What follows belongs to an exercise in optimizing a design on an open flow for small area and a short achievable clock period; a production flow would make more cautious choices. At most, simulation tests tie the RTL to the original design; equivalence was not proved. No functional check of the RTL was part of run 8. No run shown here takes its clock network from TritonCTS; it comes from the design's own scripts or RTL. The clock port is modelled as an ideal driver, which makes a skipped or thinned clock tree look cheaper than it is; a real chip needs a root buffer or a tree. Power and IR drop assume default switching activity.

<file path="flow/constraint.sdc">
create_clock -name core_clock -period 5.8 [get_ports {clk}]
set_input_delay 1.1600 -clock core_clock [delete_from_list [all_inputs] [get_ports {clk}]]
set_output_delay 1.1600 -clock core_clock [all_outputs]
set_load 0.01 [all_outputs]
</file>
<file path="flow/config.mk">
export PLATFORM = sky130hd
export DESIGN_NAME = sobel_filter
export DESIGN_NICKNAME = sobel_filter
export VERILOG_FILES = /design/flow/design.v
export SDC_FILE = /design/flow/constraint.sdc
export NUM_CORES = 4
export LEC_CHECK = 0
export ABC_CLOCK_PERIOD_IN_PS = 2000
export CAP_MARGIN = 20
export CORE_MARGIN = 2
export CORE_UTILIZATION = 70
export SETUP_SLACK_MARGIN = 3.45
export SLEW_MARGIN = 20
</file>
<file path="flow/standard.sh">
#!/bin/bash
# synth_recipe.tcl (not shown) runs the flow's synth.tcl, then flattens the netlist and writes it again
# the make line also repeats each setting of config.mk as NAME=value (left out here)
make -C /OpenROAD-flow-scripts/flow DESIGN_CONFIG=/design/flow/config.mk WORK_HOME=/design/flow/orfs CLKGATE_MAP_FILE= SYNTH_SCRIPT=/design/flow/synth_recipe.tcl "${@:-finish}"
</file>
<file path="flow/flow/grt_hook.tcl">
# Run by ORFS's global route step (POST_GLOBAL_ROUTE_TCL): placement repairs
# after CTS can move a flip-flop far from its leaf clock buffer, which slows its
# clock edge. Hand such flip-flops to the nearest leaf buffer and re-route the
# clock nets that changed.
source [file join [file dirname [info script]] mytree.tcl]
global_route -start_incremental
mt_reassign 30000 30
global_route -end_incremental
write_guides $::env(RESULTS_DIR)/route.guide
</file>
<file path="flow/flow/run.sh">
#!/bin/bash
# The standard layout, with the clock tree built by flow/cts_hook.tcl and
# regrouped after global placement repairs by flow/grt_hook.tcl.
set -euo pipefail
export PRE_CTS_TCL="$PWD/flow/cts_hook.tcl"
export POST_GLOBAL_ROUTE_TCL="$PWD/flow/grt_hook.tcl"
bash standard.sh finish > make_finish.log 2>&1
</file>
<file path="flow/design.v">
module sobel_filter #(
    parameter int IMG_WIDTH  = 128,
    parameter int IMG_HEIGHT = 128
) (
    input  logic       clk,
    input  logic       rst,
    input  logic [7:0] pixel_data,
    output logic [7:0] edge_pixel,
    output logic       edge_valid
);
    localparam int W    = IMG_WIDTH;
    localparam int FULL = 2 * IMG_WIDTH + 2;
    localparam int CW   = $clog2(FULL + 1);
    localparam int L    = 2 * W - 1;
    generate
        if (IMG_WIDTH < 8 || IMG_WIDTH > 1024 || IMG_HEIGHT < 1) begin : g_bad_param
            $error("sobel_filter: IMG_WIDTH must be 8..1024 and IMG_HEIGHT positive");
        end
    endgenerate
    logic [7:0] sr [L];
    always_ff @(posedge clk) begin
        sr[0] <= pixel_data;
        for (int k = 1; k < L; k++) sr[k] <= sr[k-1];
    end
    logic [7:0] m2_q, m0_q, t0_q, t1_q, t2_q;   
    assign m2_q = sr[W - 4];
    assign m0_q = sr[W - 2];
    assign t2_q = sr[2*W - 4];
    assign t1_q = sr[2*W - 3];
    assign t0_q = sr[2*W - 2];
    logic signed [9:0] q1_a;    
    logic        [8:0] q1_b;    
    logic        [8:0] q1_c;    
    logic signed [9:0] q1_e;    
    always_ff @(posedge clk) begin
        q1_a <= $signed({2'b00, m0_q}) - $signed({2'b00, m2_q});
        q1_b <= q1_c;    
        q1_c <= {1'b0, t1_q} + {1'b0, t2_q};
        q1_e <= $signed({2'b00, t0_q}) - $signed({2'b00, t2_q});
    end
    logic        [9:0]  q2_tsum;   
    logic signed [10:0] q2_y;      
    logic signed [10:0] q2_r;      
    logic signed [10:0] q2_qn;     
    always_ff @(posedge clk) begin
        q2_tsum <= {1'b0, q1_b} + {1'b0, q1_c};
        q2_y    <= 11'(q1_e) + (11'(q1_a) <<< 1);
        q2_r    <= $signed({2'b00, q1_c}) - 11'(q1_a);
        q2_qn   <= 11'(q1_a) + $signed({2'b00, q1_b});
    end
    logic [7:0] b0;
    assign b0 = sr[0];
    logic signed [10:0] p_x0;    
    logic signed [11:0] p_y;     
    logic signed [10:0] p_r;     
    logic signed [10:0] p_c1;    
    always_ff @(posedge clk) begin
        p_x0 <= $signed({1'b0, q2_tsum}) - $signed({3'b000, b0});
        p_y  <= 12'(q2_y) + $signed({4'b0000, b0});
        p_r  <= q2_r - $signed({3'b000, b0});
        if (q2_qn < -11'sd129)     p_c1 <= -11'sd1;
        else if (q2_qn > 11'sd639) p_c1 <= 11'sd767;
        else                       p_c1 <= q2_qn + 11'sd128;
    end
    logic [7:0] b1;
    assign b1 = sr[0];
    logic signed [10:0] t_khi;           
    logic signed [11:0] t_k1;            
    logic        [8:0]  t_k2;            
    logic signed [10:0] t_d;             
    logic        [6:0]  t_nd;            
    always_ff @(posedge clk) begin
        t_khi   <= p_c1 - $signed({3'b000, b1});
        t_k1    <= 12'(p_x0) - $signed({3'b000, b1, 1'b0});
        if (p_y < 12'sd0)        t_k2 <= 9'd0;
        else if (p_y > 12'sd256) t_k2 <= 9'd256;
        else                     t_k2 <= p_y[8:0];
        t_d     <= p_r - $signed({3'b000, b1});
        t_nd    <= b1[6:0] - p_r[6:0];
    end
    logic [6:0] i_sp, i_sn, t_vpos, t_vneg;
    always_ff @(posedge clk) begin
        i_sp   <= pixel_data[6:0] - q2_qn[6:0];           
        i_sn   <= 7'd1 + q2_qn[6:0] - pixel_data[6:0];    
        t_vpos <= pixel_data[6:0] + i_sp;                 
        t_vneg <= ~pixel_data[6:0] + i_sn;                
    end
    logic [CW-1:0] pix_cnt;
    logic          win_full;
    always_ff @(posedge clk or negedge rst) begin
        if (!rst) begin
            pix_cnt  <= '0;
            win_full <= 1'b0;
        end else begin
            if (pix_cnt != CW'(FULL)) begin
                pix_cnt <= pix_cnt + 1'b1;
            end
            win_full <= (pix_cnt == CW'(FULL));
        end
    end
    logic [7:0] p;
    assign p = sr[0];
    function automatic logic ge10(input logic [7:0] v, input logic signed [10:0] k);
        ge10 = k[10] || (k[9:8] == 2'b00 && v >= k[7:0]);
    endfunction
    function automatic logic ge11(input logic [7:0] v, input logic signed [11:0] k);
        ge11 = k[11] || (k[10:8] == 3'b000 && v >= k[7:0]);
    endfunction
    logic       sat, ge1, ge2, big, dflag;
    logic [6:0] m7, dl;
    always_comb begin
        dflag = (!t_d[10] && t_d[9:7] != 3'b000)
             || (t_d[10] && (t_d[9:7] != 3'b111 || t_d[6:0] == 7'd0));
        dl    = t_d[10] ? t_nd : t_d[6:0];                   
        sat  = dflag || ge10(p, t_khi) || (t_khi[10:9] == 2'b01)
            || (t_khi[10:8] == 3'b001 && t_khi[7:0] >= p);
        ge1  = ge11(p, t_k1);
        ge2  = ({1'b0, p} >= t_k2);
        big  = (ge1 == ge2);
        m7   = big ? (ge1 ? t_vpos : t_vneg) : dl;
    end
    always_ff @(posedge clk or negedge rst) begin
        if (!rst) begin
            edge_pixel <= '0;
            edge_valid <= 1'b0;
        end else begin
            edge_valid <= win_full;
            edge_pixel <= win_full ? (sat ? 8'hFF : {m7, 1'b0}) : 8'h00;
        end
    end
endmodule
</file>
<file path="flow/flow/cts_hook.tcl">
# Run by ORFS's CTS step (PRE_CTS_TCL) with the placed design loaded: build a
# two-level clock tree (clock port -> 4 root buffers -> 24 leaf buffers each -> flops)
# instead of TritonCTS's three-level H-tree, then let the rest of the CTS step
# (legalisation, setup and hold repair) run as usual.
source [file join [file dirname [info script]] mytree.tcl]
mt_build clk sky130_fd_sc_hd__clkbuf_16 4 24
# legalise the new buffers now, then regroup flip-flops that legalisation
# moved away from their leaf buffer
detailed_placement
mt_reassign 30000 28
set_propagated_clock [all_clocks]
rename clock_tree_synthesis {}
proc clock_tree_synthesis {args} { puts "cts_hook: clock tree already built" }
</file>
<file path="flow/flow/mytree.tcl">
# Two-level clock tree: the clock port drives nroot root buffers, one per region
# of the flip-flops; each drives nleaf leaf buffers in its region; each leaf
# buffer drives a compact group of flip-flops found by recursive bisection.
proc mt_center {it} {
  set b [[$it getInst] getBBox]
  return [list [expr {([$b xMin] + [$b xMax]) / 2}] [expr {([$b yMin] + [$b yMax]) / 2}]]
}
# split a list of {x y iterm} into k groups of near equal size by recursive
# cuts across the longer side
proc mt_bisect {items k} {
  if {$k <= 1 || [llength $items] < 2} { return [list $items] }
  set xs [lmap i $items {lindex $i 0}]; set ys [lmap i $items {lindex $i 1}]
  set wx [expr {[tcl::mathfunc::max {*}$xs] - [tcl::mathfunc::min {*}$xs]}]
  set wy [expr {[tcl::mathfunc::max {*}$ys] - [tcl::mathfunc::min {*}$ys]}]
  set idx [expr {$wx >= $wy ? 0 : 1}]
  set s [lsort -integer -index $idx $items]
  set k1 [expr {$k / 2}]
  set h [expr {([llength $s] * $k1) / $k}]
  return [concat [mt_bisect [lrange $s 0 [expr {$h - 1}]] $k1] \
                 [mt_bisect [lrange $s $h end] [expr {$k - $k1}]]]
}
proc mt_centroid {items} {
  set sx 0; set sy 0
  foreach i $items { set sx [expr {$sx + [lindex $i 0]}]; set sy [expr {$sy + [lindex $i 1]}] }
  set n [llength $items]
  return [list [expr {$sx / $n}] [expr {$sy / $n}]]
}
proc mt_build {clkname bufname nroot nleaf} {
  set block [ord::get_db_block]
  set db [ord::get_db]
  set master [$db findMaster $bufname]
  set clknet [$block findNet $clkname]
  set items {}
  foreach it [$clknet getITerms] {
    lappend items [concat [mt_center $it] [list $it]]
  }
  puts "mytree: [llength $items] sinks"
  set quads [mt_bisect $items $nroot]
  set qi 0
  foreach q $quads {
    set rnet [odb::dbNet_create $block "clknet_r$qi"]
    $rnet setSigType CLOCK
    set rinst [odb::dbInst_create $block $master "clkbuf_r$qi"]
    [$rinst findITerm A] connect $clknet
    [$rinst findITerm X] connect $rnet
    set leaves [mt_bisect $q $nleaf]
    set li 0
    set lc {}
    foreach l $leaves {
      set lnet [odb::dbNet_create $block "clknet_r${qi}_l$li"]
      $lnet setSigType CLOCK
      set linst [odb::dbInst_create $block $master "clkbuf_r${qi}_l$li"]
      [$linst findITerm A] connect $rnet
      [$linst findITerm X] connect $lnet
      foreach i $l {
        set it [lindex $i 2]
        $it disconnect
        $it connect $lnet
      }
      set c [mt_centroid $l]
      lappend lc [list {*}$c x]
      $linst setLocation [expr {int([lindex $c 0]) - [$master getWidth] / 2}] [expr {int([lindex $c 1])}]
      $linst setPlacementStatus PLACED
      incr li
    }
    set c [mt_centroid $lc]
    $rinst setLocation [expr {int([lindex $c 0]) - [$master getWidth] / 2}] [expr {int([lindex $c 1])}]
    $rinst setPlacementStatus PLACED
    puts "mytree: root $qi with [llength $leaves] leaves, [llength $q] sinks"
    incr qi
  }
}

# After legalisation has moved cells, hand each flip-flop that ended up far
# from its leaf buffer to the nearest leaf buffer with room left.
proc mt_reassign {maxdist cap} {
  set block [ord::get_db_block]
  set leaves {}
  foreach inst [$block getInsts] {
    if {[string match "clkbuf_r*_l*" [$inst getName]]} { lappend leaves $inst }
  }
  set load [dict create]
  set pos [dict create]
  foreach l $leaves {
    set net [[$l findITerm X] getNet]
    dict set load [$l getName] [expr {[llength [$net getITerms]] - 1}]
    set b [$l getBBox]
    dict set pos [$l getName] [list [expr {([$b xMin] + [$b xMax]) / 2}] [expr {([$b yMin] + [$b yMax]) / 2}] $net]
  }
  set moved 0
  foreach l $leaves {
    set lname [$l getName]
    set lp [dict get $pos $lname]
    foreach it [[lindex $lp 2] getITerms] {
      if {[$it isOutputSignal]} { continue }
      if {[[$it getInst] getName] eq $lname} { continue }
      set c [mt_center $it]
      set d [expr {abs([lindex $c 0] - [lindex $lp 0]) + abs([lindex $c 1] - [lindex $lp 1])}]
      if {$d <= $maxdist} { continue }
      set best ""; set bd 1e18
      dict for {n p} $pos {
        if {[dict get $load $n] >= $cap} { continue }
        set dd [expr {abs([lindex $c 0] - [lindex $p 0]) + abs([lindex $c 1] - [lindex $p 1])}]
        if {$dd < $bd} { set bd $dd; set best $n }
      }
      if {$best ne "" && $bd < $d} {
        $it disconnect
        $it connect [lindex [dict get $pos $best] 2]
        dict incr load $lname -1
        dict incr load $best
        incr moved
      }
    }
  }
  puts "mytree: reassigned $moved flip-flops"
}
</file>
==> impl_metrics.json, run 1 <==
{
  "status": "complete, no violations",
  "ys_types": 70,
  "end_kind": "register",
  "relSlewSlack_pct": 46.3,
  "cp-start-kind": "register",
  "placed_cell_area_mm2": 0.0542,
  "holdWs_ps": 278,
  "syn_area_mm2": 0.0527,
  "setup-tns-final_ps": 0,
  "wl_um": 92200,
  "ios": 19,
  "leakagePower_uw": 0.0237,
  "antenna_found_initial": 3,
  "dr.first_iter.drc_count": 1292,
  "worstSetupPathType": "register to register",
  "cts.clk_slew.worst_paths_ps": 120,
  "p_per_area_mw_per_mm2": 413,
  "grt.total_usage_pct": 22.8,
  "tightest_slew_ps": 802,
  "slew_violations": 0,
  "fin_util_pct": 76.5,
  "worstPathMaxFanout": 3,
  "die_h_um": 278,
  "crit_top_cell": "inv_1",
  "worstPathArrival_ps": 2930,
  "route.detailed.drc": 0,
  "syn_area_per_cell_um2": 16.1,
  "synth_common_cells": "dfxtp_1 (2240), ha_1 (174), inv_1 (151)",
  "synthArstFlopShare_pct": 0.841,
  "setup_viol": 0,
  "drive_gt1_share_pct": 6.55,
  "rows": 100,
  "worstPathCellList": "ha_1, inv_1, fa_2, inv_1, a21o_1, a21oi_1, a2bb2oi_1, nor2b_1, xnor2_1",
  "p_total_uw": 23500,
  "synthTopCellsByArea": "dfxtp_1 (85%), ha_1 (4.1%), xnor2_1 (1.5%)",
  "vias_per_cell": 5.00,
  "synth-seq-cells": 2259,
  "yosys_warnings": 2,
  "yosysMostFrequentCell": "dfxtp_1",
  "die_w_um": 278,
  "dr.pass1.iters": 5,
  "crit_slowest_cell": "dfxtp_2",
  "start_util_pct": 70.8,
  "grt_overflow": 0,
  "dieArea_mm2": 0.0775,
  "drv_cap": 0,
  "ant_nets": 0,
  "ir_drop_mv": 0.371,
  "postCtsHoldBufs": 0,
  "synth_edf_count": 0,
  "wl_per_cell_um": 21.1,
  "clk_latency_ps": 590,
  "grt_max_degree": 29,
  "post_cts_buffers": 16,
  "worstPathRequired_ps": 6320,
  "ys_seq_area_share_pct": 86.0,
  "grt_pass1_wl_um": 138000,
  "fmax_ghz": 0.414,
  "skew_ps": 56.5,
  "synth-main-ff-cell": "dfxtp_1",
  "synth_nets": 3473,
  "final_area_mm2": 0.0570,
  "core_area_mm2": 0.0744,
  "reg2reg_setup_slack_ps": 3390,
  "dpl.hpwl_um": 44600,
  "place_congestion": 0.817,
  "max_stage_delay_ps": 370,
  "io_buffers": 18,
  "vias": 21861,
  "area_growth_pct": 8.11,
  "grt_pass1_vias": 23549,
  "yosys.area.top_type": "dfxtp_1",
  "cts-resized-gates": 81,
  "final_nets": 3606,
  "hold_class": "register to register",
  "synth_cells": 3271,
  "final_hold_viol_count": 0,
  "layout_min_cycle_time_ps": 2410,
  "min_period_over_period_pct": 41.6,
  "yosysTopAreaCellShare_pct": 85.1
}
==> state kept, by name, summed over array words and instances (netlist names), 8 cells and up <==
name	cells
sr	2040
p_y	12
p_r	11
t_d	10
p_x0	11
t_k1	12
q1_c	9
q1_a	9
q2_tsum	10
q1_b	9
q2_y	11
q2_r	11
pix_cnt	9
t_khi	11
edge_pixel	8
q1_e	9
q2_qn	11
p_c1	11
t_k2	9
==> cell type report <==
| cell class | instances | area, µm² |
|---|---|---|
| sequential | 2259 | 45300 |
| fill | 3787 | 17500 |
| multi-input combinational | 850 | 7020 |
| buffer | 100 | 2500 |
| tap | 969 | 1210 |
| inverter | 155 | 619 |
| timing repair buffer | 38 | 275 |
| antenna | 2 | 5.00 |
==> report_power, final <==
part | internal [µW] | switching (µW)
registers | 15700 | 105
logic | 174 | 215
clock network | 3030 | 4250
==> per-layer routing <==
layer	vias to the layer above	global-route usage, %	wire, µm
met2	449	39.5	46000
li1	10595	-	-
met4	2	6.53	3250
met5	-	0	14
met1	10584	30.9	39900
met3	231	2.28	3030
==> kinds of logic after synthesis <==
logic type / count (synthesis) / share of synthesized area (%)
flip-flops: 2259 / 86.0
AO/OA/AOI/OAI: 206 / 2.60
XOR/XNOR: 127 / 2.11
adder cells (fa/ha/maj): 192 / 4.81
buffers and inverters: 165 / 1.19
multiplexers: 17 / 0.339
AND/OR/NAND/NOR: 305 / 2.98
==> metrics by stage <==
stage / cells / setup slack, ps
finish: 4373 / 3390
CTS: 4365 / 3470
detailed placement: 4248 / 2390
global placement: 4248 / 2420
floorplan: 3271 / 3360
==> path summary, 6_finish.rpt <==
check,startpoint,end,cells after the start
max in group asynchronous,rst,edge_pixel[6]$_DFF_PN0_,1
min reg2reg,sr[137][3]$_DFF_P_,sr[138][3]$_DFF_P_,0
max reg2reg,q1_a[0]$_DFF_P_,q2_y[7]$_DFF_P_,9
min,sr[137][3]$_DFF_P_,sr[138][3]$_DFF_P_,0
min in group asynchronous,rst,pix_cnt[5]$_DFFE_PN0N_,1
max,q1_a[0]$_DFF_P_,q2_y[7]$_DFF_P_,9
==> critical path: cells and delay by family (launching register included) <==
kind                     cells  cell delay (ps)
flip-flops                   1              370
AO/OA/AOI/OAI                3              900
adder cells (fa/ha/maj)      2              470
buffers and inverters        2              160
AND/OR/NAND/NOR              1              270
XOR/XNOR                     1              170
==> layout by cell type (no fill, tap or decap), drive strengths merged, types with 19 or more instances in the layout <==
cell type	count
clkbuf	101
nor3	30
buf	30
dfxtp	2240
xor2	36
nand2	65
o21ai	45
dfrtp	19
a21o	24
xnor2	91
nor2b	31
nor2	68
ha	174
a21oi	65
inv	149
==> run 2: changes to the inputs <==
--- a/flow/config.mk
+++ b/flow/config.mk
@@ -10,4 +10,4 @@
 export CORE_MARGIN = 2
 export CORE_UTILIZATION = 70
-export SETUP_SLACK_MARGIN = 3.45
+export SETUP_SLACK_MARGIN = 3.8
 export SLEW_MARGIN = 20
==> impl_metrics.json, run 2 <==
{
  "synth-seq-cells": 2259,
  "worstPathRequired_ps": 6260,
  "end_kind": "register",
  "tightest_slew_ps": 820,
  "area_growth_pct": 12.4,
  "max_stage_delay_ps": 430,
  "synthArstFlopShare_pct": 0.841,
  "fmax_ghz": 0.434,
  "layout_common_cells": "dfxtp_1 (2220), inv_1 (125), ha_1 (116), clkbuf_16 (100), xnor2_1 (84)",
  "setup-tns-final_ps": 0,
  "wl_um": 104000,
  "postCtsHoldBufs": 0,
  "drv_cap": 0,
  "status": "complete, no violations",
  "min_period_over_period_pct": 39.7,
  "core_area_mm2": 0.0744,
  "leakagePower_uw": 0.0244,
  "dr.pass1.iters": 5,
  "hold_class": "register to register",
  "clk_latency_ps": 590,
  "r2r_cells": 10,
  "rows": 100,
  "slew_violations": 0,
  "dieArea_mm2": 0.0775,
  "die_h_um": 278,
  "yosysMostFrequentCell": "dfxtp_1",
  "largest_register": "sr",
  "wl_per_cell_um": 23.2,
  "cts-resized-gates": 241,
  "largest_register_ffs": 2040,
  "final_hold_viol_count": 0,
  "worstPathArrival_ps": 2760,
  "relSlewSlack_pct": 45.2,
  "setup_viol": 0,
  "skew_ps": 80.3,
  "vias_per_cell": 5.15,
  "syn_area_per_cell_um2": 16.1,
  "worstPathMaxFanout": 7,
  "dpl.hpwl_um": 45100,
  "drive_gt1_share_pct": 14.5,
  "grt_overflow": 0,
  "vias": 22992,
  "rr_startpoint": "sr[0][0]$_DFF_P_",
  "io_buffers": 18,
  "crit_end": "edge_pixel[4]$_DFF_PN0_",
  "yosysTopAreaCellShare_pct": 85.1,
  "grt_pass1_vias": 24637,
  "stdcell_count": 4464,
  "dr.first_iter.drc_count": 1486,
  "post_cts_buffers": 73,
  "grt_pass1_wl_um": 153000,
  "rr_endpoint": "edge_pixel[4]$_DFF_PN0_",
  "route.detailed.drc": 0,
  "startpoint": "sr[0][0]$_DFF_P_",
  "ys_types": 70,
  "ys_seq_area_share_pct": 86.0,
  "holdWs_ps": 258,
  "reg2reg_setup_slack_ps": 3500,
  "synth_nets": 3473,
  "grt.total_usage_pct": 25.8,
  "ant_nets": 0,
  "crit_top_cell": "buf_4",
  "grt_max_degree": 29,
  "die_w_um": 278,
  "layout_commonest_cell": "dfxtp_1",
  "synth_common_cells": "dfxtp_1 (2240), ha_1 (174), inv_1 (151)",
  "place_congestion": 0.815,
  "cts.clk_slew.worst_paths_ps": 100,
  "worstSetupPathType": "register to register",
  "start_util_pct": 70.8,
  "antenna_found_initial": 9,
  "yosys_warnings": 2,
  "synthTopCellsByArea": "dfxtp_1 (85%), ha_1 (4.1%), xnor2_1 (1.5%)",
  "fillers": 3420,
  "crit_slowest_cell": "dfxtp_4",
  "worstPathCellList": "clkinvlp_4, ha_4, nor3b_2, o21ai_1, a21oi_2, buf_4, o21ai_4, buf_4, mux2i_1, nand4_1",
  "reg_top3": "sr: 2040 flops, p_y: 12 flops, t_k1: 12 flops",
  "cp-start-kind": "register",
  "dp.cells": 4248,
  "placed_cell_area_mm2": 0.0543,
  "synth_edf_count": 0,
  "synth_cells": 3271,
  "synth-main-ff-cell": "dfxtp_1",
  "yosys.area.top_type": "dfxtp_1",
  "syn_area_mm2": 0.0527,
  "p_per_area_mw_per_mm2": 400,
  "ios": 19,
  "final_nets": 3694,
  "ir_drop_mv": 0.384,
  "final_area_mm2": 0.0592,
  "layout_min_cycle_time_ps": 2300
}
-- run 2: cell counts after synthesis --
Identical to the previous run, type by type.
-- run 2: worst min-delay path by stage --
stage          slack (ps)  depth (start not counted)          startpoint                 end
2_1_floorplan         310                          0     q1_e[0]$_DFF_P_     q2_y[0]$_DFF_P_
3_3_place_gp          310                          0   sr[69][6]$_DFF_P_   sr[70][6]$_DFF_P_
4_1_cts               300                          0  sr[244][7]$_DFF_P_  sr[245][7]$_DFF_P_
3_5_place_dp          310                          0  sr[144][1]$_DFF_P_  sr[145][1]$_DFF_P_
6_report              260                          0  sr[148][5]$_DFF_P_  sr[149][5]$_DFF_P_
-- run 2: power breakdown --
group	leakage, µW	internal [µW]	total, µW	switching [µW]
Combinational	0.00465	275	564	289
Sequential	0.0185	15700	15800	108
Clock	0.00123	3030	7310	4280
Total	0.0244	19000	23700	4680
-- run 2: through the flow --
stage	util [%]	power (µW)	setup WS (ps)
after floorplan	-	16400	3360
after CTS	78.2	23700	3500
after global placement	72.9	16500	2380
after detailed placement	72.9	16500	2400
final	79.6	23700	3500
-- run 2: critical path, delay by kind of cell, from the launching register on --
family                     cells  cell delay, ps
adders and majority gates      1             210
AOI/OAI and AO/OA              3             550
buffers and inverters          3             540
DFF                            1             430
and+or+nand+nor                2             270
muxes                          1             180
-- run 2: cells by family (layout without fill, tap and decap cells) --
family          after synthesis  count (layout)  share of synthesized area [%]
flops                      2259            2259                           86.0
other cells                   0               5                              0
simple gates                305             305                           2.98
fa+ha+maj                   192             192                           4.81
xor+xnor                    127             127                           2.11
buf+inv                     165             380                           1.19
compound gates              206             210                           2.60
mux                          17              17                          0.339
-- run 2: layer usage --
layer	wire [µm]	global-route usage [%]
met5	41	0
met4	4310	7.12
met3	4640	3.56
met2	52600	46.0
met1	42000	33.1
-- run 2: final cells by class --
type	count	area, µm²	share of cell area [%]
diodes	5	12.5	0.0211
repair buffers	125	1130	1.90
flip-flops and latches	2259	45400	76.6
well taps	969	1210	2.05
inverters	155	663	1.12
plain buffers	100	2500	4.22
multi-input cells	851	8350	14.1
==> run 3: changes to the inputs <==
--- a/flow/config.mk
+++ b/flow/config.mk
@@ -10,4 +10,4 @@
 export CORE_MARGIN = 2
 export CORE_UTILIZATION = 70
-export SETUP_SLACK_MARGIN = 3.8
+export SETUP_SLACK_MARGIN = 3.6
 export SLEW_MARGIN = 20
==> impl_metrics.json, run 3 <==
{
  "status": "complete, no violations",
  "dr.pass1.iters": 5,
  "clk_latency_ps": 570,
  "rows": 100,
  "synth-seq-cells": 2259,
  "wl_per_cell_um": 20.7,
  "ir_drop_mv": 0.416,
  "worstPathMaxFanout": 3,
  "antenna_found_initial": 0,
  "vias_per_cell": 4.98,
  "end_kind": "register",
  "cp-start-kind": "register",
  "syn_area_mm2": 0.0527,
  "grt_pass1_vias": 23767,
  "worstSetupPathType": "register to register",
  "crit_top_cell": "inv_1",
  "ys_types": 70,
  "layout_common_cells": "dfxtp_1 (2227), ha_1 (146), inv_1 (138), clkbuf_16 (100), xnor2_1 (89)",
  "final_nets": 3627,
  "cts-resized-gates": 119,
  "area_growth_pct": 9.39,
  "grt_overflow": 0,
  "dr.first_iter.drc_count": 1239,
  "setup_slack_ps": 3450,
  "min_period_over_period_pct": 40.5,
  "hold_class": "register to register",
  "max_stage_delay_ps": 490,
  "setup_viol": 0,
  "crit_slowest_cell": "a221oi_2",
  "drive_gt1_share_pct": 9.17,
  "yosys_warnings": 2,
  "dieArea_mm2": 0.0775,
  "holdWs_ps": 276,
  "start_util_pct": 70.8,
  "slew_violations": 0,
  "yosysMostFrequentCell": "dfxtp_1",
  "synth_cells": 3271,
  "drv_cap": 0,
  "die_w_um": 278,
  "cts.clk_slew.worst_paths_ps": 100,
  "wl_um": 90800,
  "synth-main-ff-cell": "dfxtp_1",
  "ant_nets": 0,
  "ys_seq_area_share_pct": 86.0,
  "worstPathArrival_ps": 2830,
  "relSlewSlack_pct": 45.2,
  "fmax_ghz": 0.425,
  "ios": 19,
  "grt_pass1_wl_um": 140000,
  "place_congestion": 0.840,
  "syn_area_per_cell_um2": 16.1,
  "grt.total_usage_pct": 23.4,
  "synthTopCellsByArea": "dfxtp_1 (85%), ha_1 (4.1%), xnor2_1 (1.5%)",
  "yosysTopAreaCellShare_pct": 85.1,
  "postCtsHoldBufs": 0,
  "vias": 21870,
  "synth_edf_count": 0,
  "yosys.area.top_type": "dfxtp_1",
  "dpl.hpwl_um": 44800,
  "largest_register_ffs": 2040,
  "post_cts_buffers": 24,
  "tightest_slew_ps": 819,
  "core_area_mm2": 0.0744,
  "leakagePower_uw": 0.0239,
  "preCtsSetupSlack_ps": 2450,
  "synthArstFlopShare_pct": 0.841,
  "synth_nets": 3473,
  "die_h_um": 278,
  "grt_max_degree": 29,
  "worstPathCellList": "ha_2, inv_1, fa_2, inv_1, a21o_1, a21oi_2, a2bb2oi_2, a221oi_2, xor2_1",
  "synth_common_cells": "dfxtp_1 (2240), ha_1 (174), inv_1 (151)",
  "route.detailed.drc": 0,
  "fillers": 3696,
  "reg_top3": "sr: 2040 flops, p_y: 12 flops, t_k1: 12 flops",
  "skew_ps": 61.6,
  "layout_commonest_cell": "dfxtp_1",
  "worstPathRequired_ps": 6280,
  "setup-tns-final_ps": 0,
  "p_per_area_mw_per_mm2": 408,
  "hold_depth": 0,
  "layout_min_cycle_time_ps": 2350,
  "r2r_cells": 9,
  "final_hold_viol_count": 0,
  "largest_register": "sr",
  "io_buffers": 18
}
==> run 3: metal layers <==
metal  vias up  routed length [µm]  GRT usage (%)  part of all wire [%]
li1      10646                   -              -                     -
met1     10556               39100           31.0                    43
met2       466               45700           41.2                    50
met3       202                2970           2.36                   3.3
met4         0                3090           6.53                   3.4
met5         -                   0              0                     0
==> run 3: power by group <==
group	internal, µW	switching (µW)	leakage (µW)
logic	206	239	0.00414
clock network	3030	4230	0.00123
registers	15700	99.4	0.0185
total	19000	4570	0.0239
==> run 3: layout make-up <==
cell class / instances / area [µm²] / area share [%]
inverters: 155 / 626 / 1.08
well taps: 969 / 1210 / 2.10
diodes: 1 / 2.50 / 0.00434
repair buffers: 58 / 512 / 0.888
multi-input cells: 851 / 7450 / 12.9
plain buffers: 100 / 2500 / 4.34
flip-flops and latches: 2259 / 45400 / 78.7
==> run 3: worst paths after layout <==
kind | from | to | slack, ps
max in group asynchronous | rst | edge_pixel[2]$_DFF_PN0_ | 4240
min reg2reg | sr[140][6]$_DFF_P_ | sr[141][6]$_DFF_P_ | 280
max reg2reg | q1_a[0]$_DFF_P_ | q2_y[9]$_DFF_P_ | 3450
min in group asynchronous | rst | pix_cnt[0]$_DFFE_PN0N_ | 1060
min | sr[140][6]$_DFF_P_ | sr[141][6]$_DFF_P_ | 280
max | q1_a[0]$_DFF_P_ | q2_y[9]$_DFF_P_ | 3450
==> run 3: logic make-up (layout without fill, tap and decap cells) <==
logic type	count (synthesis)	after routing	synth area share [%]
AOI/OAI and AO/OA	206	210	2.60
xor gates and xnor gates	127	127	2.11
adders and majority gates	192	192	4.81
buffers and inverters	165	313	1.19
DFF	2259	2259	86.0
muxes	17	17	0.339
other	0	1	0
and+or+nand+nor	305	305	2.98
==> run 3: per-stage QoR <==
step / cells / util [%] / power [µW] / cell area (µm²)
2_1_floorplan: 3271 / - / 16400 / 52800
3_3_place_gp: 4248 / 72.8 / 16500 / 54200
3_5_place_dp: 4248 / 72.8 / 16500 / 54200
4_1_cts: 4376 / 76.8 / 23600 / 57200
6_report: 4393 / 77.5 / 23500 / 57700
==> run 3: critical path: cells and delay by family, from the launching register on <==
family                   cells  cell delay [ps]
XOR/XNOR                     1              270
buffers and inverters        2              140
adder cells (fa/ha/maj)      2              560
AO/OA/AOI/OAI                4              900
flip-flops                   1              380
==> run 4: changes to the inputs <==
--- a/flow/config.mk
+++ b/flow/config.mk
@@ -6,8 +6,9 @@
 export NUM_CORES = 4
 export LEC_CHECK = 0
+export ABC_AREA = 1
 export ABC_CLOCK_PERIOD_IN_PS = 2000
 export CAP_MARGIN = 20
 export CORE_MARGIN = 2
 export CORE_UTILIZATION = 70
-export SETUP_SLACK_MARGIN = 3.6
+export SETUP_SLACK_MARGIN = 3.7
 export SLEW_MARGIN = 20
==> impl_metrics.json, run 4 <==
{
  "rows": 100,
  "area_growth_pct": 10.9,
  "yosys.area.top_type": "dfxtp_1",
  "seqCellArea_mm2": 0.0454,
  "clk_latency_ps": 590,
  "ys_seq_area_share_pct": 86.2,
  "slew_violations": 0,
  "yosysTopAreaCellShare_pct": 85.3,
  "grt_pass1_wl_um": 156000,
  "io_buffers": 18,
  "die_h_um": 278,
  "largest_register": "sr",
  "final_nets": 3772,
  "route.detailed.drc": 0,
  "dpl.hpwl_um": 49000,
  "die_w_um": 278,
  "synth-main-ff-cell": "dfxtp_1",
  "antenna_found_initial": 9,
  "synthArstFlopShare_pct": 0.841,
  "yosysMostFrequentCell": "dfxtp_1",
  "start_util_pct": 70.6,
  "grt.total_usage_pct": 26.7,
  "final_hold_viol_count": 0,
  "skew_ps": 65.2,
  "post_cts_buffers": 39,
  "status": "complete, no violations",
  "vias_per_cell": 5.15,
  "ios": 19,
  "synth_nets": 3571,
  "drive_gt1_share_pct": 11.1,
  "cts.clk_slew.worst_paths_ps": 110,
  "fmax_ghz": 0.375,
  "syn_area_mm2": 0.0526,
  "worstPathRequired_ps": 6270,
  "p_per_area_mw_per_mm2": 407,
  "synth-seq-cells": 2259,
  "crit_family": "simple AND/OR/NAND/NOR gates",
  "setup_viol": 0,
  "worstPathCellList": "ha_1, nand3_1, nand2_1, a21o_1, a21oi_4, o21ai_1, nand2_1, nand2_1, nand2_1",
  "rr_startpoint": "q1_a[2]$_DFF_P_",
  "place_congestion": 0.885,
  "postCtsHoldBufs": 0,
  "crit_slowest_cell": "ha_1",
  "core_area_mm2": 0.0744,
  "synthTopCellsByArea": "dfxtp_1 (85%), ha_1 (4.1%), inv_1 (1.6%)",
  "holdWs_ps": 297,
  "dr.first_iter.drc_count": 1510,
  "min_from": "sr[78][0]$_DFF_P_",
  "worstSetupPathType": "register to register",
  "max_stage_delay_ps": 480,
  "p_total_uw": 23700,
  "ys_types": 41,
  "synth_cells": 3369,
  "grt_max_degree": 29,
  "end_kind": "register",
  "ant_nets": 0,
  "syn_area_per_cell_um2": 15.6,
  "cts-resized-gates": 164,
  "startpoint": "q1_a[2]$_DFF_P_",
  "worstPathArrival_ps": 3130,
  "dr.pass1.iters": 5,
  "synth_edf_count": 0,
  "setup-tns-final_ps": 0,
  "dieArea_mm2": 0.0773,
  "wl_um": 111000,
  "hold_class": "register to register",
  "vias": 23358,
  "layout_commonest_cell": "dfxtp_1",
  "multiInputGateArea_mm2": 0.00739,
  "relSlewSlack_pct": 46.0,
  "largest_register_ffs": 2040,
  "synth_common_cells": "dfxtp_1 (2240), inv_1 (223), nand2_1 (176)",
  "ir_drop_mv": 0.399,
  "min_period_over_period_pct": 45.9,
  "layout_min_cycle_time_ps": 2660,
  "grt_overflow": 0,
  "worst-path-buf-inv": 0,
  "wl_per_cell_um": 24.4,
  "antennaDiodeCount": 0,
  "reg_top3": "sr: 2040 flops, p_y: 12 flops, t_k1: 12 flops",
  "fillers": 3537,
  "yosys_warnings": 2,
  "crit_top_cell": "nand2_1",
  "grt_pass1_vias": 25023,
  "layout_common_cells": "dfxtp_1 (2222), inv_1 (204), nand2_1 (162), ha_1 (136), clkbuf_16 (100)",
  "tightest_slew_ps": 807,
  "leakagePower_uw": 0.0242,
  "cp-start-kind": "register",
  "worstPathMaxFanout": 4,
  "drv_cap": 0
}
[run 4: worst paths after layout]
kind                                           end  slack (ps)  depth (start not counted)
max                               q2_y[10]$_DFF_P_        3140                          9
min                              sr[79][0]$_DFF_P_         300                          0
max reg2reg                       q2_y[10]$_DFF_P_        3140                          9
min reg2reg                      sr[79][0]$_DFF_P_         300                          0
max in group asynchronous   pix_cnt[7]$_DFFE_PN0N_        4240                          1
min in group asynchronous  edge_pixel[2]$_DFF_PN0_        1030                          1
[run 4: stage by stage]
| step | cells | setup slack [ps] | util [%] | cell area [µm²] |
|---|---|---|---|---|
| after floorplan | 3369 | 3340 | - | 52800 |
| after global placement | 4352 | 2100 | 72.7 | 54100 |
| after detailed placement | 4352 | 2180 | 72.7 | 54100 |
| after CTS | 4491 | 3510 | 76.9 | 57200 |
| final | 4537 | 3140 | 78.3 | 58300 |
[run 4: final cells by class]
class / instances / share of cell area (%)
inverters: 225 / 1.57
flip-flops and latches: 2259 / 77.8
plain buffers: 100 / 4.29
repair buffers: 104 / 1.58
multi-input cells: 880 / 12.7
well taps: 969 / 2.08
[run 4: metal layers]
metal / wire, µm / share of wire, % / up-vias / GRT usage (%)
met5: 69 / 0.062 / - / 0
met4: 6020 / 5.4 / 10 / 10.0
met3: 7000 / 6.3 / 413 / 4.00
met2: 54600 / 49 / 895 / 46.7
met1: 42900 / 39 / 11188 / 33.9
li1: - / - / 10852 / -
[run 4: logic make-up after synthesis]
group	count (synthesis)	share of synthesized area (%)
flops	2259	86.2
fa+ha+maj	192	4.83
buf+inv	230	1.68
simple gates	351	2.87
mux	4	0.0762
compound gates	196	2.06
xor+xnor	137	2.28
[run 4: power by group]
| group | leakage (µW) | internal [µW] | switching, µW | total (µW) |
|---|---|---|---|---|
| clock | 0.00123 | 3030 | 4310 | 7340 |
| combinational | 0.00453 | 224 | 293 | 517 |
| sequential | 0.0185 | 15700 | 119 | 15900 |
==> run 5: changes to the inputs <==
--- a/flow/config.mk
+++ b/flow/config.mk
@@ -10,5 +10,5 @@
 export CAP_MARGIN = 20
 export CORE_MARGIN = 2
-export CORE_UTILIZATION = 70
-export SETUP_SLACK_MARGIN = 3.7
+export CORE_UTILIZATION = 72
+export SETUP_SLACK_MARGIN = 3.5
 export SLEW_MARGIN = 20
==> impl_metrics.json, run 5 <==
{
  "status": "complete, no violations",
  "drive_gt1_share_pct": 6.68,
  "leakagePower_uw": 0.0239,
  "ios": 19,
  "skew_ps": 57.4,
  "dieArea_mm2": 0.0752,
  "fillers": 3520,
  "yosys.area.top_type": "dfxtp_1",
  "final_hold_viol_count": 0,
  "ir_drop_mv": 0.414,
  "relSlewSlack_pct": 44.5,
  "max_stage_delay_ps": 480,
  "synth_common_cells": "dfxtp_1 (2240), inv_1 (223), nand2_1 (176)",
  "worstPathCellList": "inv_1, ha_1, nand2_1, o21ai_0, nand4_1, o211ai_1, xor2_1",
  "ys_types": 41,
  "wl_per_cell_um": 22.5,
  "start_util_pct": 72.4,
  "synthArstFlopShare_pct": 0.841,
  "synthTopCellsByArea": "dfxtp_1 (85%), ha_1 (4.1%), inv_1 (1.6%)",
  "slew_violations": 0,
  "hold_class": "register to register",
  "setup_viol": 0,
  "die_w_um": 274,
  "cts.clk_slew.worst_paths_ps": 110,
  "cp-start-kind": "register",
  "grt_overflow": 0,
  "layout_common_cells": "dfxtp_1 (2229), inv_1 (209), nand2_1 (176), ha_1 (159), clkbuf_16 (100)",
  "vias": 23037,
  "p_per_area_mw_per_mm2": 413,
  "antenna_found_initial": 8,
  "synth_edf_count": 0,
  "dr.pass1.iters": 7,
  "grt_pass1_vias": 24590,
  "crit_slowest_cell": "dfxtp_1",
  "syn_area_mm2": 0.0526,
  "largest_register_ffs": 2040,
  "worstSetupPathType": "register to register",
  "post_cts_buffers": 13,
  "setup-tns-final_ps": 0,
  "min_period_over_period_pct": 43.2,
  "io_buffers": 18,
  "ant_nets": 0,
  "yosys_warnings": 2,
  "final_nets": 3723,
  "ys_seq_area_share_pct": 86.2,
  "postCtsHoldBufs": 0,
  "cts-resized-gates": 88,
  "area_growth_pct": 8.43,
  "tightest_slew_ps": 830,
  "synth-seq-cells": 2259,
  "core_area_mm2": 0.0726,
  "grt_pass1_wl_um": 147000,
  "layout_min_cycle_time_ps": 2500,
  "grt_max_degree": 29,
  "die_h_um": 274,
  "worstPathRequired_ps": 6300,
  "yosysTopAreaCellShare_pct": 85.3,
  "synth_cells": 3369,
  "route.detailed.drc": 0,
  "setup_slack_ps": 3300,
  "end_kind": "register",
  "rows": 99,
  "preCtsSetupSlack_ps": 2370,
  "vias_per_cell": 5.14,
  "dr.first_iter.drc_count": 1698,
  "worstPathMaxFanout": 4,
  "wl_um": 101000,
  "layout_commonest_cell": "dfxtp_1",
  "worstPathArrival_ps": 3000,
  "largest_register": "sr",
  "place_congestion": 0.859,
  "reg_top3": "sr: 2040 flops, p_y: 12 flops, t_k1: 12 flops",
  "synth_nets": 3571,
  "fin_util_pct": 78.5,
  "dpl.hpwl_um": 49900,
  "grt.total_usage_pct": 25.8,
  "drv_cap": 0,
  "clk_latency_ps": 590,
  "syn_area_per_cell_um2": 15.6,
  "yosysMostFrequentCell": "dfxtp_1",
  "fmax_ghz": 0.399,
  "synth-main-ff-cell": "dfxtp_1"
}
## run 5: through the flow
stage / instance area [µm²] / power (µW) / hold WS (ps) / instances
4_1_cts: 56700 / 23600 / 294 / 4454
2_1_floorplan: 52700 / 16400 / 310 / 3369
3_3_place_gp: 54100 / 16500 / 309 / 4341
3_5_place_dp: 54100 / 16500 / 312 / 4341
6_report: 57000 / 23500 / 284 / 4480
## run 5: layout make-up
class | instances | area (µm²) | share of cell area [%]
Multi-Input combinational cell | 880 | 6640 | 11.7
Antenna cell | 2 | 5.00 | 0.00878
Buffer | 100 | 2500 | 4.39
Timing Repair Buffer | 55 | 402 | 0.705
Tap cell | 959 | 1200 | 2.11
Inverter | 225 | 890 | 1.56
Sequential cell | 2259 | 45400 | 79.6
## run 5: worst paths after layout
kind	from	end	slack (ps)	cells after the start
max	sr[252][2]$_DFF_P_	q1_e[7]$_DFF_P_	3300	7
min	sr[164][5]$_DFF_P_	sr[165][5]$_DFF_P_	280	0
max reg2reg	sr[252][2]$_DFF_P_	q1_e[7]$_DFF_P_	3300	7
min reg2reg	sr[164][5]$_DFF_P_	sr[165][5]$_DFF_P_	280	0
max in group asynchronous	rst	win_full$_DFF_PN0_	4210	1
min in group asynchronous	rst	edge_pixel[5]$_DFF_PN0_	1060	1
## run 5: routing by layer
metal | up-vias | share of wire (%) | global-route usage [%] | routed length (µm)
met5 | - | 0.048 | 0 | 48
met4 | 8 | 5.4 | 10.4 | 5450
met3 | 396 | 5.2 | 3.08 | 5200
met2 | 872 | 51 | 45.6 | 51000
met1 | 11007 | 39 | 32.5 | 39100
li1 | 10754 | - | - | -
## run 5: kinds of logic (layout without fill, tap and decap cells)
logic type / after synthesis / in the layout / synth area share [%]
mux: 4 / 4 / 0.0762
fa+ha+maj: 192 / 192 / 4.83
buf+inv: 230 / 380 / 1.68
flops: 2259 / 2259 / 86.2
simple gates: 351 / 351 / 2.87
compound gates: 196 / 196 / 2.06
xor+xnor: 137 / 137 / 2.28
other cells: 0 / 2 / 0
## run 5: power by group
part	internal, µW	switching [µW]	leakage, µW
sequential	15700	106	0.0185
combinational	166	243	0.00419
clock	3030	4270	0.00123
## run 5: worst max-delay path, delay by kind of cell, from the launching register on
| family | cells | cell delay, ps |
|---|---|---|
| fa+ha+maj | 1 | 390 |
| buf+inv | 1 | 120 |
| simple gates | 2 | 500 |
| flops | 1 | 480 |
| xor+xnor | 1 | 210 |
| compound gates | 2 | 760 |
==> run 6: changes to the inputs <==
--- a/flow/config.mk
+++ b/flow/config.mk
@@ -11,4 +11,4 @@
 export CORE_MARGIN = 2
 export CORE_UTILIZATION = 72
-export SETUP_SLACK_MARGIN = 3.5
+export SETUP_SLACK_MARGIN = 3.6
 export SLEW_MARGIN = 20
==> impl_metrics.json, run 6 <==
{
  "status": "complete, no violations",
  "setup_slack_ps": 3130,
  "dr.pass1.iters": 8,
  "layout_common_cells": "dfxtp_1 (2222), inv_1 (205), nand2_1 (164), ha_1 (140), clkbuf_16 (101)",
  "synth_cells": 3369,
  "largest_register_ffs": 2040,
  "relSlewSlack_pct": 33.2,
  "yosysMostFrequentCell": "dfxtp_1",
  "synthTopCellsByArea": "dfxtp_1 (85%), ha_1 (4.1%), inv_1 (1.6%)",
  "cts-resized-gates": 123,
  "synth-main-ff-cell": "dfxtp_1",
  "grt.total_usage_pct": 28.9,
  "ys_types": 41,
  "min_from": "sr[8][6]$_DFF_P_",
  "grt_pass1_vias": 25254,
  "worstPathMaxFanout": 4,
  "die_h_um": 274,
  "syn_area_mm2": 0.0526,
  "cts.clk_slew.worst_paths_ps": 110,
  "die_w_um": 274,
  "min_period_over_period_pct": 46.1,
  "fillers": 3421,
  "area_growth_pct": 9.98,
  "final_nets": 3740,
  "rr_startpoint": "sr[252][2]$_DFF_P_",
  "skew_ps": 79.2,
  "ir_drop_mv": 0.426,
  "rows": 99,
  "worstSetupPathType": "register to register",
  "vias_per_cell": 5.30,
  "worstPathArrival_ps": 3110,
  "tightest_slew_ps": 994,
  "reg_top3": "sr: 2040 flops, p_y: 12 flops, t_k1: 12 flops",
  "ios": 19,
  "grt_pass1_wl_um": 161000,
  "start_util_pct": 72.4,
  "holdWs_ps": 275,
  "synth-seq-cells": 2259,
  "ant_nets": 0,
  "vias": 23890,
  "synthArstFlopShare_pct": 0.841,
  "yosys.area.top_type": "dfxtp_1",
  "hold_class": "register to register",
  "grt_overflow": 0,
  "drive_gt1_share_pct": 9.73,
  "synth_nets": 3571,
  "largest_register": "sr",
  "synth_edf_count": 0,
  "fmax_ghz": 0.374,
  "startpoint": "sr[252][2]$_DFF_P_",
  "preCtsSetupSlack_ps": 2330,
  "fin_util_pct": 79.6,
  "cp-start-kind": "register",
  "io_buffers": 18,
  "drv_cap": 0,
  "route.detailed.drc": 0,
  "postCtsHoldBufs": 0,
  "slew_violations": 0,
  "yosysTopAreaCellShare_pct": 85.3,
  "syn_area_per_cell_um2": 15.6,
  "layout_min_cycle_time_ps": 2670,
  "leakagePower_uw": 0.0240,
  "layout_commonest_cell": "dfxtp_1",
  "setup-tns-final_ps": 0,
  "post_cts_buffers": 18,
  "antenna_found_initial": 21,
  "worstPathRequired_ps": 6240,
  "wl_per_cell_um": 26.2,
  "place_congestion": 0.843,
  "dpl.hpwl_um": 50800,
  "clk_latency_ps": 600,
  "final_hold_viol_count": 0,
  "grt_max_degree": 29,
  "end_kind": "register",
  "ys_seq_area_share_pct": 86.2,
  "p_per_area_mw_per_mm2": 410,
  "dr.first_iter.drc_count": 2032,
  "setup_viol": 0,
  "core_area_mm2": 0.0726,
  "wl_um": 118000,
  "dieArea_mm2": 0.0752,
  "yosys_warnings": 2,
  "synth_common_cells": "dfxtp_1 (2240), inv_1 (223), nand2_1 (176)"
}
==> run 6: cell types whose count changed in the layout (fill, tap and decap cells not counted), sizes merged <==
cell | previous run | this run
buf | 46 | 66
diode | 2 | 9
clkbuf | 104 | 101
clkinvlp | 8 | 9
inv | 216 | 215
==> run 6: cell families (layout without fill, tap and decap cells) <==
kind of cell | count (synthesis) | in the layout | share of synthesized area (%)
other | 0 | 9 | 0
AOI/OAI and AO/OA | 196 | 196 | 2.06
buffers and inverters | 230 | 397 | 1.68
and+or+nand+nor | 351 | 351 | 2.87
DFF | 2259 | 2259 | 86.2
xor gates and xnor gates | 137 | 137 | 2.28
adders and majority gates | 192 | 192 | 4.83
muxes | 4 | 4 | 0.0762
==> run 6: worst max-delay path, cell delays in order, from the launching register on <==
cell	delay, ps
dfxtp_1	420
ha_1	480
nand3_1	340
nand2_2	280
a21oi_4	120
o21ai_1	370
xor2_1	490
==> run 6: final cells by class <==
| type | count | area [µm²] | share of cell area (%) |
|---|---|---|---|
| sequential | 2259 | 45400 | 78.5 |
| multi-input combinational | 880 | 7190 | 12.4 |
| buffer | 100 | 2500 | 4.33 |
| tap | 959 | 1200 | 2.08 |
| inverter | 225 | 901 | 1.56 |
| timing repair buffer | 72 | 634 | 1.10 |
| antenna | 9 | 22.5 | 0.0390 |
==> run 6: through the flow <==
stage	power, µW	cells	instance area (µm²)
2_1_floorplan	16400	3369	52800
3_3_place_gp	16500	4342	54100
3_5_place_dp	16600	4342	54100
4_1_cts	23600	4460	56900
6_report	23700	4504	57800
==> run 6: power breakdown <==
group	total [µW]	switching (µW)	leakage [µW]	internal, µW
combinational	470	274	0.00432	196
sequential	15900	115	0.0185	15700
clock	7380	4350	0.00123	3030
==> run 6: per-layer routing <==
metal,GRT usage [%],vias to the layer above,share of wire [%]
met2,50.3,1152,49
met1,34.4,11374,36
met5,0,-,0.063
met4,14.8,12,7.3
li1,-,10789,-
met3,5.30,563,7.4
==> run 6: worst paths after layout <==
check	to	slack, ps	depth (start not counted)
worst min-delay path	sr[9][6]$_DFF_P_	270	0
worst max register to register	q1_c[5]$_DFF_P_	3130	6
max in group asynchronous	pix_cnt[0]$_DFFE_PN0N_	4230	1
worst min register to register	sr[9][6]$_DFF_P_	270	0
worst max-delay path	q1_c[5]$_DFF_P_	3130	6
min in group asynchronous	edge_pixel[7]$_DFF_PN0_	1030	1
==> run 7: changes to the inputs <==
--- a/flow/config.mk
+++ b/flow/config.mk
@@ -10,5 +10,5 @@
 export CAP_MARGIN = 20
 export CORE_MARGIN = 2
-export CORE_UTILIZATION = 72
+export CORE_UTILIZATION = 70
 export SETUP_SLACK_MARGIN = 3.6
 export SLEW_MARGIN = 20
==> impl_metrics.json, run 7 <==
{
  "status": "complete, no violations",
  "yosysTopAreaCellShare_pct": 85.3,
  "setup_viol": 0,
  "worstPathMaxFanout": 1,
  "drv_cap": 0,
  "ir_drop_mv": 0.403,
  "yosysMostFrequentCell": "dfxtp_1",
  "antenna_found_initial": 3,
  "synth-main-ff-cell": "dfxtp_1",
  "io_buffers": 18,
  "cts-resized-gates": 97,
  "reg_top3": "sr: 2040 flops, p_y: 12 flops, t_k1: 12 flops",
  "leakagePower_uw": 0.0239,
  "dp.cells": 4353,
  "synth_common_cells": "dfxtp_1 (2240), inv_1 (223), nand2_1 (176)",
  "worstSetupPathType": "register to primary output",
  "setup-tns-final_ps": 0,
  "place_congestion": 0.827,
  "min_period_over_period_pct": 39.0,
  "core_area_mm2": 0.0744,
  "area_growth_pct": 9.06,
  "yosys_warnings": 2,
  "relSlewSlack_pct": 37.5,
  "tightest_slew_ps": 934,
  "grt_overflow": 0,
  "p_sw_share_pct": 19.4,
  "postCtsHoldBufs": 0,
  "p_per_area_mw_per_mm2": 410,
  "vias": 22219,
  "synthArstFlopShare_pct": 0.841,
  "hold_class": "register to register",
  "wl_per_cell_um": 20.4,
  "worst-path-buf-inv": 1,
  "stdcell_count": 4495,
  "dpl.hpwl_um": 47300,
  "worstPathCellList": "buf_6",
  "syn_area_mm2": 0.0526,
  "layout_common_cells": "dfxtp_1 (2229), inv_1 (208), nand2_1 (173), ha_1 (149), a21oi_1 (101)",
  "route.detailed.drc": 0,
  "dieArea_mm2": 0.0773,
  "worstPathRequired_ps": 4640,
  "grt_max_degree": 29,
  "preCtsSetupSlack_ps": 2320,
  "synth_nets": 3571,
  "skew_ps": 58.5,
  "fillers": 3784,
  "p_int_uw": 18900,
  "layout_min_cycle_time_ps": 2260,
  "largest_register": "sr",
  "p_comb_share_pct": 1.7,
  "cp-start-kind": "register",
  "p_sw_uw": 4570,
  "pwr-share-seq_pct": 67.4,
  "layout_commonest_cell": "dfxtp_1",
  "grt_pass1_wl_um": 142000,
  "rows": 100,
  "start_util_pct": 70.6,
  "largest_register_ffs": 2040,
  "cts.clk_slew.worst_paths_ps": 100,
  "clk_latency_ps": 590,
  "drive_gt1_share_pct": 7.43,
  "syn_area_per_cell_um2": 15.6,
  "holdWs_ps": 281,
  "synth-seq-cells": 2259,
  "ys_types": 41,
  "final_hold_viol_count": 0,
  "end_kind": "primary output",
  "worstPathArrival_ps": 1100,
  "crit_slowest_cell": "dfrtp_1",
  "ios": 19,
  "slew_violations": 0,
  "grt_pass1_vias": 24161,
  "ant_nets": 0,
  "ys_seq_area_share_pct": 86.2,
  "crit_family": "flip-flops",
  "setup_slack_ps": 3540,
  "synthTopCellsByArea": "dfxtp_1 (85%), ha_1 (4.1%), inv_1 (1.6%)",
  "synth_edf_count": 0,
  "final_nets": 3729,
  "grt.total_usage_pct": 23.9,
  "synth_cells": 3369,
  "wl_um": 91900,
  "max_stage_delay_ps": 400,
  "dr.first_iter.drc_count": 1431,
  "dr.pass1.iters": 6,
  "die_h_um": 278,
  "die_w_um": 278,
  "clock_power_share_pct": 30.9,
  "vias_per_cell": 4.94,
  "yosys.area.top_type": "dfxtp_1",
  "fmax_ghz": 0.442,
  "post_cts_buffers": 18
}
[run 7: cell counts after synthesis]
Identical to the previous run, type by type.
[run 7: worst register-to-register path, cell delays in order, from the launching register on]
cell and delay (ps):
dfxtp_2 380, ha_1 430, a21oi_1 270, o21ai_2 140, nand2_1 80, nand2_1 60
a21oi_1 260, nor2_1 100, o21ai_1 270, nand2_1 130
[run 7: stage by stage]
step | power [µW] | area [µm²] | utilization (%)
finish | 23500 | 57300 | 77.0
floorplan | 16400 | 52800 | -
detailed placement | 16500 | 54100 | 72.7
global placement | 16500 | 54100 | 72.7
CTS | 23600 | 56800 | 76.3
[run 7: final cells by class]
| cell class | instances | area, µm² | share of cell area [%] |
|---|---|---|---|
| Multi-Input combinational cell | 880 | 6830 | 11.9 |
| Sequential cell | 2259 | 45300 | 79.1 |
| Timing Repair Buffer | 61 | 541 | 0.943 |
| Inverter | 225 | 895 | 1.56 |
| Tap cell | 969 | 1210 | 2.11 |
| Antenna cell | 1 | 2.50 | 0.00437 |
| Buffer | 100 | 2500 | 4.37 |
[run 7: cell families (layout without fill, tap and decap cells)]
group,count (synthesis),count (layout),synth area share (%)
flip-flops,2259,2259,86.2
adder cells (fa/ha/maj),192,192,4.83
buffers and inverters,230,386,1.68
AO/OA/AOI/OAI,196,196,2.06
other,0,1,0
multiplexers,4,4,0.0762
AND/OR/NAND/NOR,351,351,2.87
XOR/XNOR,137,137,2.28
[run 7: power groups by stage]
stage                     Combinational (µW)  Sequential (µW)  Clock (µW)
after floorplan                          272            16100           0
after global placement                   345            16200           0
after CTS                                371            15800        7350
final                                    407            15800        7270
after detailed placement                 356            16200           0
[run 7: metal layers]
layer	GRT usage (%)	part of all wire (%)	vias up
li1	-	-	10770
met1	31.0	42	10650
met2	42.5	50	571
met3	2.52	4.2	228
met4	7.60	3.7	0
met5	0	0	-
[run 7: path summary, 6_finish.rpt]
path	startpoint	to	slack [ps]	depth (start not counted)
min reg2reg	sr[212][7]$_DFF_P_	sr[213][7]$_DFF_P_	280	0
max	edge_pixel[0]$_DFF_PN0_	edge_pixel[0]	3540	1
max in group asynchronous	rst	pix_cnt[5]$_DFFE_PN0N_	4080	1
max reg2reg	sr[252][3]$_DFF_P_	q1_c[8]$_DFF_P_	3600	9
min	sr[212][7]$_DFF_P_	sr[213][7]$_DFF_P_	280	0
min in group asynchronous	rst	edge_pixel[5]$_DFF_PN0_	1090	1
==> run 8: changes to the inputs <==
--- a/flow/design.v
+++ b/flow/design.v
@@ -32,10 +32,12 @@
     logic        [8:0] q1_b;    
     logic        [8:0] q1_c;    
-    logic signed [9:0] q1_e;    
+    logic        [9:0] q1_g;    
+    logic        [9:0] q1_h;    
     always_ff @(posedge clk) begin
         q1_a <= $signed({2'b00, m0_q}) - $signed({2'b00, m2_q});
         q1_b <= q1_c;    
         q1_c <= {1'b0, t1_q} + {1'b0, t2_q};
-        q1_e <= $signed({2'b00, t0_q}) - $signed({2'b00, t2_q});
+        q1_g <= {2'b00, t0_q} + {1'b0, m0_q, 1'b0};
+        q1_h <= {2'b00, t2_q} + {1'b0, m2_q, 1'b0};
     end
     logic        [9:0]  q2_tsum;   
@@ -45,5 +47,5 @@
     always_ff @(posedge clk) begin
         q2_tsum <= {1'b0, q1_b} + {1'b0, q1_c};
-        q2_y    <= 11'(q1_e) + (11'(q1_a) <<< 1);
+        q2_y    <= $signed({1'b0, q1_g}) - $signed({1'b0, q1_h});
         q2_r    <= $signed({2'b00, q1_c}) - 11'(q1_a);
         q2_qn   <= 11'(q1_a) + $signed({2'b00, q1_b});
--- a/flow/config.mk
+++ b/flow/config.mk
@@ -6,5 +6,4 @@
 export NUM_CORES = 4
 export LEC_CHECK = 0
-export ABC_AREA = 1
 export ABC_CLOCK_PERIOD_IN_PS = 2000
 export CAP_MARGIN = 20
==> impl_metrics.json, run 8 <==
{
  "synth_cells": 3367,
  "dieArea_mm2": 0.0786,
  "dr.first_iter.drc_count": 1334,
  "ios": 19,
  "rows": 101,
  "largest_register": "sr",
  "skew_ps": 71.0,
  "grt_max_degree": 29,
  "relSlewSlack_pct": 39.6,
  "grt_pass1_wl_um": 156000,
  "ir_drop_mv": 0.375,
  "route.detailed.drc": 0,
  "setup_viol": 0,
  "yosysTopAreaCellShare_pct": 84.3,
  "rr_endpoint": "p_y[10]$_DFF_P_",
  "fmax_ghz": 0.399,
  "core_area_mm2": 0.0758,
  "hold_depth": 0,
  "layout_commonest_cell": "dfxtp_1",
  "worstPathRequired_ps": 6300,
  "synth_nets": 3577,
  "clk_latency_ps": 590,
  "die_w_um": 280,
  "dpl.hpwl_um": 49100,
  "drv_cap": 0,
  "cts.clk_slew.worst_paths_ps": 110,
  "syn_area_mm2": 0.0535,
  "placed_cell_area_mm2": 0.0550,
  "synth_edf_count": 0,
  "cp-start-kind": "register",
  "yosys.area.top_type": "dfxtp_1",
  "rr_startpoint": "sr[0][0]$_DFF_P_",
  "final_area_mm2": 0.0581,
  "worstPathArrival_ps": 3010,
  "postCtsHoldBufs": 0,
  "setup_slack_ps": 3290,
  "end_kind": "register",
  "syn_area_per_cell_um2": 15.9,
  "yosysMostFrequentCell": "dfxtp_1",
  "status": "complete, no violations",
  "setup-tns-final_ps": 0,
  "min_from": "sr[145][6]$_DFF_P_",
  "ys_seq_area_share_pct": 85.1,
  "vias_per_cell": 5.14,
  "wl_um": 105000,
  "p_per_area_mw_per_mm2": 409,
  "antenna_found_initial": 4,
  "leakagePower_uw": 0.0241,
  "io_buffers": 18,
  "area_growth_pct": 8.60,
  "vias": 23072,
  "synthTopCellsByArea": "dfxtp_1 (84%), ha_1 (4.2%), xnor2_1 (1.2%)",
  "wl_per_cell_um": 23.5,
  "final_hold_viol_count": 0,
  "reg2reg_setup_slack_ps": 3290,
  "worstSetupPathType": "register to register",
  "post_cts_buffers": 20,
  "ant_nets": 0,
  "start_util_pct": 70.5,
  "worstPathMaxFanout": 4,
  "hold_class": "register to register",
  "synth-main-ff-cell": "dfxtp_1",
  "place_congestion": 0.816,
  "grt.total_usage_pct": 26.1,
  "holdWs_ps": 292,
  "dr.pass1.iters": 6,
  "r2r_cells": 9,
  "whs_endpoint": "sr[146][6]$_DFF_P_",
  "cts-resized-gates": 116,
  "synth-seq-cells": 2269,
  "synthArstFlopShare_pct": 0.837,
  "grt_pass1_vias": 25164,
  "final_nets": 3720,
  "min_period_over_period_pct": 43.3,
  "layout_min_cycle_time_ps": 2510,
  "reg_top3": "sr: 2040 flops, p_y: 12 flops, t_k1: 12 flops",
  "ys_types": 69,
  "tightest_slew_ps": 903,
  "die_h_um": 280,
  "drive_gt1_share_pct": 8.10,
  "layout_common_cells": "dfxtp_1 (2236), ha_1 (165), inv_1 (149), clkbuf_16 (100), xnor2_1 (72)",
  "synth_common_cells": "dfxtp_1 (2250), ha_1 (181), inv_1 (164)",
  "slew_violations": 0,
  "largest_register_ffs": 2040,
  "preCtsSetupSlack_ps": 2380,
  "grt_overflow": 0,
  "yosys_warnings": 2
}
==> run 8: changes by cell type in the layout (fill, tap and decap cells not counted), sizes merged, moves of 24 or more <==
cell   delta
xor2     -54
inv      -58
nand2   -134
xnor2    +31
a21o     +24
nor2b    +37
a21oi    -32
==> run 8: per-layer routing <==
metal  wire length, µm  part of all wire (%)  global-route usage, %  vias up
met3              3650                   3.5                   2.69      280
met1             44000                    42                   33.7    11163
li1                  -                     -                      -    11014
met4              4480                   4.2                   7.83        2
met2             53300                    51                   46.7      613
met5                12                 0.011                      0        -
==> run 8: cells by family (layout without fill, tap and decap cells) <==
group	after synthesis	in the layout	synth area share, %
other cells	0	2	0
mux	7	7	0.131
xor+xnor	114	114	1.87
simple gates	319	319	3.15
fa+ha+maj	200	200	4.95
compound gates	286	286	3.53
buf+inv	172	313	1.23
flops	2269	2269	85.1
==> run 8: power breakdown <==
part / internal [µW] / switching [µW]
combinational: 196 / 260
sequential: 15800 / 130
clock: 3030 / 4310
total: 19000 / 4700
==> run 8: critical path, cell delays in order (launching register included) <==
cell	delay [ps]
dfxtp_4	410
ha_1	190
inv_1	70
fa_2	360
nor2b_2	140
o21ai_2	120
a21boi_2	310
o221ai_4	220
a211oi_2	350
xor2_1	240
==> run 8: worst max-delay path by stage <==
stage	slack [ps]	start	depth (start not counted)	end
2_1_floorplan	3380	pixel_data[0]	9	t_vneg[6]$_DFF_P_
3_3_place_gp	2410	pixel_data[0]	10	t_vneg[6]$_DFF_P_
3_5_place_dp	2380	pixel_data[0]	10	t_vneg[6]$_DFF_P_
4_1_cts	3480	edge_valid$_DFF_PN0_	1	edge_valid
6_report	3290	sr[0][0]$_DFF_P_	9	p_y[10]$_DFF_P_
==> run 8: cell type report <==
class                   count  area [µm²]
diodes                      2        5.00
plain buffers             100        2500
fillers                  3900       17800
inverters                 165         663
multi-input cells         926        7740
flip-flops and latches   2269       45600
well taps                 978        1220
repair buffers             48         368
==> run 8: metrics by stage <==
| step | util (%) | total power, µW | instances |
|---|---|---|---|
| 3_3_place_gp | 72.5 | 16600 | 4356 |
| 2_1_floorplan | - | 16500 | 3367 |
| 4_1_cts | 76.1 | 23700 | 4476 |
| 6_report | 76.6 | 23700 | 4488 |
| 3_5_place_dp | 72.5 | 16600 | 4356 |

==> re-timing with driven ports <==
How much do the figures lean on ideal ports? The routed layouts below were timed once more, with nothing changed but the port constraints.
Step 1 sets driving cells, clkbuf_16 on the clock port and buf_2 on the other inputs (assumed; they add their load-dependent delay and slew).
Step 2 moves the port delays by t, midway between the first and last clock arrival at a register: inputs arrive t later, outputs are due t later. That takes back most of the time a late clock gives input paths.
Slacks: ideal / step 1 / step 2; pairs: ideal / step 1.
run	t (ns)	slack for setup (ns)	worst setup path after step 2	clock arrival spread, ns
run 1	0.689	3.387 / 3.387 / 2.990	input to register	0.072 / 0.072
run 2	0.680	3.498 / 3.395 / 3.223	input to register	0.082 / 0.083
run 3	0.676	3.450 / 3.417 / 3.103	input to register	0.079 / 0.078
run 4	0.685	3.136 / 3.136 / 3.097	input to register	0.075 / 0.075
run 5	0.687	3.296 / 3.296 / 2.903	input to register	0.078 / 0.078
run 6	0.685	3.128 / 3.128 / 3.008	input to register	0.116 / 0.116
run 7	0.691	3.539 / 3.408 / 2.998	input to register	0.068 / 0.069
run 8	0.708	3.291 / 3.291 / 3.087	input to register	0.077 / 0.078
After both steps every run listed still meets setup and hold. For run 7, which loses most, drivers alone change the setup slack by -0.131 ns; drivers and shift together by -0.541 ns.
